From an optimization exercise on the open Yosys and OpenROAD flow, aimed at small area, a short achievable clock period and few clock cycles per item; shortcuts taken in it are not production practice. Function was checked by simulation only, so behaviour that the tests miss may differ from the original. Power is estimated from default activity; no workload was simulated.

== build 22 ==
==> flow/design.v (excerpt) <==
module motion_phase_classifier #(
   parameter int                          QUEUE_DEPTH = mpc_pkg::QUEUE_DEPTH_DEFAULT,
   parameter logic [mpc_pkg::HOLD_W-1:0] STATIONARY_HOLD_US =
      mpc_pkg::STATIONARY_HOLD_DEFAULT
) (
   input  logic                                clock,
   input  logic                                reset,
   input  logic                                req_push,
   output logic                                req_full,
   input  logic signed [mpc_pkg::SPEED_W-1:0]  req_linear_speed,
   input  logic signed [mpc_pkg::SPEED_W-1:0]  req_angular_rate,
   input  logic [mpc_pkg::TIME_W-1:0]          req_sample_time,
   input  logic                                req_discard,
   output logic                                rsp_empty,
   input  logic                                rsp_pop,
   output logic [1:0]                          rsp_motion_phase,
   output logic                                rsp_switch_pending,
   input  logic                                csr_valid,
   output logic                                csr_ready,
   input  logic [mpc_pkg::CSR_IDX_W-1:0]       csr_index,
   input  logic [mpc_pkg::CSR_DATA_W-1:0]      csr_data
);
   logic [LIMIT_W-1:0] stat_lin_ff, stat_ang_ff;
   logic [LIMIT_W:0]   turn_enter_ff, turn_exit_ff, arc_enter_ff, arc_exit_ff;
   logic [HOLD_W-1:0]  enter_hold_ff, exit_hold_ff;
   logic [LIMIT_W:0]   limit_less;
   logic [1:0]        phase_ff, target, cand_target_ff;
   logic              cand_valid_ff, out_valid_ff;
   logic [TIME_W-1:0] cand_start_ff;
   logic [HOLD_W-1:0] hold;
   logic [LIMIT_W-1:0] lin_mag, ang_mag;
   logic [LIMIT_W:0]   turn_thr, arc_thr;
   logic              lin_neg, ang_neg;
  ...
For scale: about 1100 cells after synthesis.
==> flow/config.mk <==
export PLATFORM = sky130hd
export DESIGN_NAME = motion_phase_classifier
export DESIGN_NICKNAME = motion_phase_classifier
export VERILOG_FILES = /design/flow/design.v
export SDC_FILE = /design/flow/constraint.sdc
export NUM_CORES = 4
export LEC_CHECK = 0
export CAP_MARGIN = 20
export CORE_MARGIN = 2
export CORE_UTILIZATION = 40
export CTS_BUF_LIST = sky130_fd_sc_hd__clkbuf_8
export CTS_CLUSTER_SIZE = 25
export SETUP_SLACK_MARGIN = 2.0
export SLEW_MARGIN = 20
==> flow/constraint.sdc <==
create_clock -name core_clock -period 5.5 [get_ports {clock}]
set_input_delay 1.1000 -clock core_clock [delete_from_list [all_inputs] [get_ports {clock}]]
set_output_delay 1.1000 -clock core_clock [all_outputs]
set_load 0.01 [all_outputs]
standard.sh (not shown) runs the stock make flow with config.mk's settings and CLKGATE_MAP_FILE= SYNTH_SCRIPT=/design/flow/synth_recipe.tcl, a recipe that flattens the netlist after the stock synthesis.
==> flow/flow/run.sh <==
#!/bin/bash
# The standard layout, with every port buffered by a plain buffer cell
# (repair may still resize it) instead of the default delay-buffer choice.
set -e
export BUFFER_PORTS_ARGS="-buffer_cell sky130_fd_sc_hd__buf_1"
bash standard.sh > standard.log 2>&1
No stage failed in build 22, and the final checks on the layout all came back clean.
Testbench counts of build 22, summed over its fixed seeds: cycles 16,008, items 16,000.
### build 22 -> build 91
Settings: CTS_CLUSTER_SIZE: 25 -> 16; CTS_BUF_LIST: sky130_fd_sc_hd__clkbuf_8 -> sky130_fd_sc_hd__clkbuf_8 sky130_fd_sc_hd__clkbuf_16; ABC_AREA: unset -> 1.
==> run notes <==
[compare] base=build 22 new=build 91: critical path depth comparable; filler-free cell count of the finished design climbed about 9%; die area decreased about 4%; routed wire length shows a reduction of 4.4 mm; largest buffer count on any clock path has remained practically unchanged. On number of filler cells placed in the layout, build 22 and build 91 are neck and neck. Build 91 vs. build 22: count of non-CTS buffers in the layout shows a reduction of 27%, portion of total power attributed to the clock network shows an increase of 5.7 points.
Setup changes, build 91 to build 11
Settings: CTS_BUF_LIST no longer set, was sky130_fd_sc_hd__clkbuf_8 sky130_fd_sc_hd__clkbuf_16; CTS_CLUSTER_SIZE no longer set, was 16; ABC_AREA no longer set, was 1.
==> run notes <==
Build 11 reports a lower critical path depth than build 91 does. Build 11 closes out successfully: all stages finished, all timing, DRC and antenna checks passed. Taking build 91 as the reference, in build 11 worst hold margin now sits higher, final critical-path setup slack went down. Build 11 against build 91: wire length up about 16%; number of setup buffers added after CTS up 19; area of the multi-input gates up 1200 sq um; proportion of cell area occupied by registers down 4.6 points.
For build 87, these inputs were changed with respect to build 11:
Settings: an added ABC_AREA of 1.
- Final worst clock skew across build 87 and build 11: no real change.
- Build 87 ended up with sky130_fd_sc_hd__buf_4 as its cell type of the slowest stage on the worst timing path; build 11 ended up with sky130_fd_sc_hd__a311oi_4.
- In build 87 relative to build 11, routed wire length had gone down by more than 10%.
- Looking at start point of the critical path, the req_angular_rate[15] result is from build 87; the req_linear_speed[15] one comes from build 11.
- Routed length on met2: lower on build 87
- Compared with build 11, build 87 shows a lower synthesized area.
- Looking at met3 routing resource usage after global routing, build 87 sits below build 11.
- Diff build 87 and build 11: count of buffer and inverter cells on the critical path lower in build 87
For build 95, these inputs were changed with respect to build 87:
==> flow/flow/run.sh <==
#!/bin/bash
# The standard layout with two changes: every port is buffered by a plain
# buffer cell (repair may still resize it) instead of the default
# delay-buffer choice, and synthesis leaves adders to ABC instead of
# extracting full/half adder cells (same script, registers and names).
set -e
export BUFFER_PORTS_ARGS="-buffer_cell sky130_fd_sc_hd__buf_1"
export ADDER_MAP_FILE=
bash standard.sh > standard.log 2>&1
Build 95 vs build 87 — part of the power in the clock network rose 3.2 points.
Measured against build 87, the final standard cell count with taps included and fillers excluded of build 95 comes out at 1.12 times the reference value.
Looking at worst setup slack before clock tree synthesis across both flows, build 95 is the weaker of the two, with build 87 ahead.
Against build 87, build 95 reports a final standard cell utilization of the core that is higher.
Combinational share of power (lower): build 95
Per the comparison of build 95 with build 87, maximum clock frequency shrank by 4.0 MHz, wire length on met1 grew by 1.1%, path length in cells of the critical path grew by 2, fraction of synthesized cell area in xor and xnor cells grew by 1.1 points.
The global router's overall resource usage in build 95 was higher than what build 87 gave.

== try-delta ==
motion_phase_classifier again, from the RTL that the note above started with.
Settings: LEC_CHECK=0, ABC_AREA=1, CAP_MARGIN=20, CORE_MARGIN=2, CORE_UTILIZATION=40, CTS_BUF_LIST=sky130_fd_sc_hd__clkbuf_8, CTS_CLUSTER_SIZE=12, SETUP_SLACK_MARGIN=2.0, SLEW_MARGIN=20; clock period 5.5 ns.
==> flow/flow/run.sh <==
#!/bin/bash
# The standard layout, with every port buffered by a plain buffer cell
# (repair may still resize it) instead of the default delay-buffer choice.
set -e
export BUFFER_PORTS_ARGS="-buffer_cell sky130_fd_sc_hd__buf_1"
bash standard.sh > standard.log 2>&1
Testbench counts of try-delta, summed over its fixed seeds: cycles 16,008, items 16,000.
#### Input delta (try-juniper over try-delta)
Settings: swapping 12 for 16 in CTS_CLUSTER_SIZE.
[summary]
- Comparing try-juniper against try-delta, there is no change at all in achievable clock frequency.
- As far as worst setup slack goes, try-juniper and try-delta are indistinguishable; the numbers are identical.
- | first-pass GRT wire length | try-juniper vs try-delta | ≈ equal |
- From try-delta to try-juniper, width of the chip did not move at all.
- Height of the chip came out exactly the same in try-juniper and try-delta.
- From try-delta to try-juniper, layout-stage area growth over the synthesis result did not move at all.
Here is what was changed in the inputs of try-xenon compared with try-juniper.
Settings: CTS_BUF_LIST: sky130_fd_sc_hd__clkbuf_8 -> unset; SETUP_SLACK_MARGIN: 2.0 -> 2.5; CTS_CLUSTER_SIZE: 16 -> unset.
==> comparison <==
The weighted congestion reported at the end of routability-driven placement reported for try-xenon is smaller than that of try-juniper by about 2.5%. Total routed wire length on the met1 layer in try-xenon vs try-juniper: up 84 um. Between try-xenon and try-juniper, the count of pins over their slew limit figures differ only marginally. Diff try-juniper and try-xenon: total power lower in try-juniper. Final standard cell utilization of the core: try-xenon > try-juniper. Diff try-xenon..try-juniper | net count of the mapped netlist | unchanged. Comparing setup slack for try-juniper and try-xenon, the bigger number came from try-xenon. try-xenon went all the way through synthesis, placement and routing and the layout is clean on timing, DRC and antenna.

-- re-timing with driven ports --
No port has a modelled driver above. Below, the same layouts with a new extraction and two added sets of constraints.
Step 1 assumes that a clkbuf_16 drives the clock port and a buf_2 every other input.
Step 2 also shifts input and output timing later by t, the mid clock arrival at the registers, as if the neighbouring blocks saw the same clock.
Slacks: ideal / step 1 / step 2; pairs: ideal / step 1.
run | shift t [ns] | slack for setup (ns) | worst slew at a driven data input, ns
build 22 | 0.517 | 1.921 / 1.921 / 1.478 | 0.18
build 91 | 0.484 | 2.304 / 2.334 / 1.850 | 0.06
build 11 | 0.481 | 1.910 / 1.864 / 1.382 | 0.15
build 87 | 0.484 | 2.304 / 2.334 / 1.850 | 0.06
build 95 | 0.501 | 2.263 / 2.290 / 1.789 | 0.05
try-delta | 0.522 | 2.354 / 2.354 / 1.863 | 0.06
try-juniper | 0.522 | 2.354 / 2.354 / 1.863 | 0.06
try-xenon | 0.485 | 2.456 / 2.455 / 1.970 | 0.06
After both steps setup and hold are still met in every run listed. The setup slack of build 11, which loses most, moves by -0.046 ns with the drivers and by -0.528 ns with both steps.
